Background: an optimization exercise with open tools, aiming at small area and a short achievable clock period. Do not read the settings as production practice.
Where RTL was checked, it was by simulation tests only, not by an equivalence proof against the original.

==> module fp_round, before the edit <==
module fp_round (
    input  logic        i_norm_sign,
    input  logic [9:0]  i_norm_exp,
    input  logic [26:0] i_norm_sig,
    input  logic        i_norm_zero,
    output logic [31:0] o_result,
    output logic        o_range_invalid
);
    logic [22:0] frac;
    logic        round_up;
    logic [23:0] frac_inc;
    logic [23:0] ones_below;
    logic        carry;
    logic        ovf;
    logic        unf;
    logic        normal;
    logic [7:0]  exp_out;
    assign frac     = i_norm_sig[25:3];
    assign round_up = i_norm_sig[2] & (i_norm_sig[1] | i_norm_sig[0] | frac[0]);
    always_comb begin
        ones_below[0] = 1'b1;
        for (int i = 1; i < 24; i++) begin
            ones_below[i] = ones_below[i-1] & frac[i-1];
        end
    end
    assign frac_inc = {1'b0, frac} ^ ({24{round_up}} & ones_below);
    assign carry    = round_up & ones_below[23];
    assign ovf    = ~i_norm_zero & ~i_norm_exp[9] & (i_norm_exp[8] | (&i_norm_exp[7:0]));
    assign unf    = ~i_norm_zero & (i_norm_exp[9] | (i_norm_exp[8:0] == 9'd0));
    assign normal = ~i_norm_zero & ~ovf & ~unf;
    assign exp_out = i_norm_exp[7:0] + {7'd0, carry};
    assign o_result = normal ? {i_norm_sign, exp_out, frac_inc[22:0]} :
                      ovf    ? {i_norm_sign, 8'hff, 23'd0} : 32'd0;
    assign o_range_invalid = ovf | unf | (normal & carry & (i_norm_exp[7:0] == 8'd254));
endmodule
==> module fp_mul, before the edit <==
module fp_mul (
    input  logic [31:0] i_a,
    input  logic [31:0] i_b,
    output logic        o_norm_sign,
    output logic [9:0]  o_norm_exp,
    output logic [26:0] o_norm_sig,
    output logic        o_norm_zero
);
    logic [23:0] sig_a;
    logic [23:0] sig_b;
    logic [47:0] product;
    logic [9:0]  exp_sum;
    assign sig_a = {(i_a[30:23] != 8'd0), i_a[22:0]};
    assign sig_b = {(i_b[30:23] != 8'd0), i_b[22:0]};
    fp_mul_array u_array (
        .a (sig_a),
        .b (sig_b),
        .p (product)
    );
    assign exp_sum = {2'b00, i_a[30:23]} + {2'b00, i_b[30:23]} - 10'd127;
    assign o_norm_zero = (i_a[30:0] == 31'd0) || (i_b[30:0] == 31'd0);
    assign o_norm_sign = i_a[31] ^ i_b[31];
    assign o_norm_sig  = product[47] ? {product[47:22], |product[21:0]}
                                     : {product[46:21], |product[20:0]};
    assign o_norm_exp  = exp_sum + {9'd0, product[47]};
endmodule
==> flow/config.mk <==
export PLATFORM = sky130hd
export DESIGN_NAME = fp_module
export DESIGN_NICKNAME = fp_module
export VERILOG_FILES = /design/flow/design.v
export SDC_FILE = /design/flow/constraint.sdc
export NUM_CORES = 4
export LEC_CHECK = 0
export ABC_AREA = 1
export CAP_MARGIN = 20
export CORE_MARGIN = 2
export CORE_UTILIZATION = 40
export SETUP_SLACK_MARGIN = 3.5
export SLEW_MARGIN = 20
==> flow/constraint.sdc <==
create_clock -name core_clock -period 17.0 [get_ports {i_clk}]
set_input_delay 3.4000 -clock core_clock [delete_from_list [all_inputs] [get_ports {i_clk}]]
set_output_delay 3.4000 -clock core_clock [all_outputs]
set_load 0.01 [all_outputs]
standard.sh (not shown) runs the stock make flow with config.mk's settings and CLKGATE_MAP_FILE= SYNTH_SCRIPT=/design/flow/synth_recipe.tcl, a recipe that flattens the netlist after the stock synthesis.
==> flow/flow/run.sh <==
#!/bin/bash
set -euo pipefail
export BUFFER_PORTS_ARGS="-buffer_cell sky130_fd_sc_hd__buf_1"
R=orfs/results/sky130hd/fp_module/base
bash standard.sh synth > standard_synth.log 2>&1
cp $R/1_2_yosys.v yosys_netlist_standard.v
python3 flow/fixpol.py yosys_netlist_standard.v $R/1_2_yosys.v > fixpol.log 2>&1
rm -f $R/1_synth.odb $R/1_synth.sdc
bash standard.sh finish > standard_flow.log 2>&1
Other scripts of this flow, unchanged in this note and not shown: flow/flow/fixpol.py
The first run finished clean.
Next try:
--- a/flow/design.v
+++ b/flow/design.v
@@ -12,10 +12,33 @@
         FP_FMUL   = 5'b01011,
         FP_FCLASS = 5'b01111
     } fp_op_e;
     typedef logic [32-1:0] fp_class_t;
 endpackage
+module fp_ones_below #(
+    parameter int W = 24
+) (
+    input  logic [W-2:0] i_bits,
+    output logic [W-1:0] o_ones
+);
+    localparam int L = $clog2(W);
+    logic [W-1:0] lv [0:L];
+    assign lv[0] = {i_bits, 1'b1};
+    genvar l, i;
+    generate
+        for (l = 0; l < L; l++) begin : g_lv
+            for (i = 0; i < W; i++) begin : g_bit
+                if (((i >> l) & 1) == 1) begin : g_and
+                    assign lv[l+1][i] = lv[l][i] & lv[l][((i >> l) << l) - 1];
+                end else begin : g_pass
+                    assign lv[l+1][i] = lv[l][i];
+                end
+            end
+        end
+    endgenerate
+    assign o_ones = lv[L];
+endmodule
 module fp_round (
     input  logic        i_norm_sign,
     input  logic [9:0]  i_norm_exp,
     input  logic [26:0] i_norm_sig,
     input  logic        i_norm_zero,
@@ -29,24 +52,21 @@
     logic        carry;
     logic        ovf;
     logic        unf;
     logic        normal;
     logic [7:0]  exp_out;
+    logic [7:0]  exp_p1;
     assign frac     = i_norm_sig[25:3];
     assign round_up = i_norm_sig[2] & (i_norm_sig[1] | i_norm_sig[0] | frac[0]);
-    always_comb begin
-        ones_below[0] = 1'b1;
-        for (int i = 1; i < 24; i++) begin
-            ones_below[i] = ones_below[i-1] & frac[i-1];
-        end
-    end
+    fp_ones_below #(.W(24)) u_ones (.i_bits(frac), .o_ones(ones_below));
     assign frac_inc = {1'b0, frac} ^ ({24{round_up}} & ones_below);
     assign carry    = round_up & ones_below[23];
     assign ovf    = ~i_norm_zero & ~i_norm_exp[9] & (i_norm_exp[8] | (&i_norm_exp[7:0]));
     assign unf    = ~i_norm_zero & (i_norm_exp[9] | (i_norm_exp[8:0] == 9'd0));
     assign normal = ~i_norm_zero & ~ovf & ~unf;
-    assign exp_out = i_norm_exp[7:0] + {7'd0, carry};
+    assign exp_p1  = i_norm_exp[7:0] + 8'd1;
+    assign exp_out = carry ? exp_p1 : i_norm_exp[7:0];
     assign o_result = normal ? {i_norm_sign, exp_out, frac_inc[22:0]} :
                       ovf    ? {i_norm_sign, 8'hff, 23'd0} : 32'd0;
     assign o_range_invalid = ovf | unf | (normal & carry & (i_norm_exp[7:0] == 8'd254));
 endmodule
 module fp_sub (
@@ -2048,23 +2068,25 @@
 );
     logic [23:0] sig_a;
     logic [23:0] sig_b;
     logic [47:0] product;
     logic [9:0]  exp_sum;
+    logic [9:0]  exp_sum_p1;
     assign sig_a = {(i_a[30:23] != 8'd0), i_a[22:0]};
     assign sig_b = {(i_b[30:23] != 8'd0), i_b[22:0]};
     fp_mul_array u_array (
         .a (sig_a),
         .b (sig_b),
         .p (product)
     );
-    assign exp_sum = {2'b00, i_a[30:23]} + {2'b00, i_b[30:23]} - 10'd127;
+    assign exp_sum    = {2'b00, i_a[30:23]} + {2'b00, i_b[30:23]} - 10'd127;
+    assign exp_sum_p1 = exp_sum + 10'd1;
     assign o_norm_zero = (i_a[30:0] == 31'd0) || (i_b[30:0] == 31'd0);
     assign o_norm_sign = i_a[31] ^ i_b[31];
     assign o_norm_sig  = product[47] ? {product[47:22], |product[21:0]}
                                      : {product[46:21], |product[20:0]};
-    assign o_norm_exp  = exp_sum + {9'd0, product[47]};
+    assign o_norm_exp  = product[47] ? exp_sum_p1 : exp_sum;
 endmodule
 module fp_class (
     input  logic                     i_sign,
     input  fp_format_pkg::fp_exp_t   i_exp,
     input  fp_format_pkg::fp_frac_t  i_frac,
What happened:
- The changed run completed with no timing, DRC or antenna violations
- cell area rose by 0.64%
- synthesized cell count came out higher by 3.3%
- first-iteration DRC count increases by 2.8%
- die area came out higher by about 3%
- fmax rises by 1.5%
- global-route usage rises by 0.14 points
- wire length rises by 3.4%
- hold slack loses 15 ps
- flip-flop and latch count does not change
- cell count rose by 1.8%
For the second run of this note, only the layout was checked, not whether the RTL still works.

==> what the ideal ports hide <==
The flow's constraints put no driver on any port. The routed layouts listed below were extracted and timed again, unchanged, in two steps.
Step 1 (the two cells are an assumption about what drives the block):
set clk [get_ports {i_clk}]
set_driving_cell -lib_cell sky130_fd_sc_hd__clkbuf_16 $clk
set_driving_cell -lib_cell sky130_fd_sc_hd__buf_2 [delete_from_list [all_inputs] $clk]
Step 2 adds t to the input delays and takes it off the output delays; t is the mean of the earliest and latest rising clock arrival at the registers after step 1. Input paths then give back, and output paths get back, about the clock's delay inside the block.
a / b / c = ideal / step 1 / step 2; a / b = the first two.
run | t (ns) | slack for setup (ns) | worst setup path at the end
the first run | 0.303 | 4.116 / 4.127 / 3.824 | input to register
the second run | 0.312 | 4.306 / 4.284 / 3.972 | input to register
After both steps setup and hold are still met in every run listed. The setup slack of the second run, which loses most, moves by -0.022 ns with the drivers and by -0.334 ns with both steps.
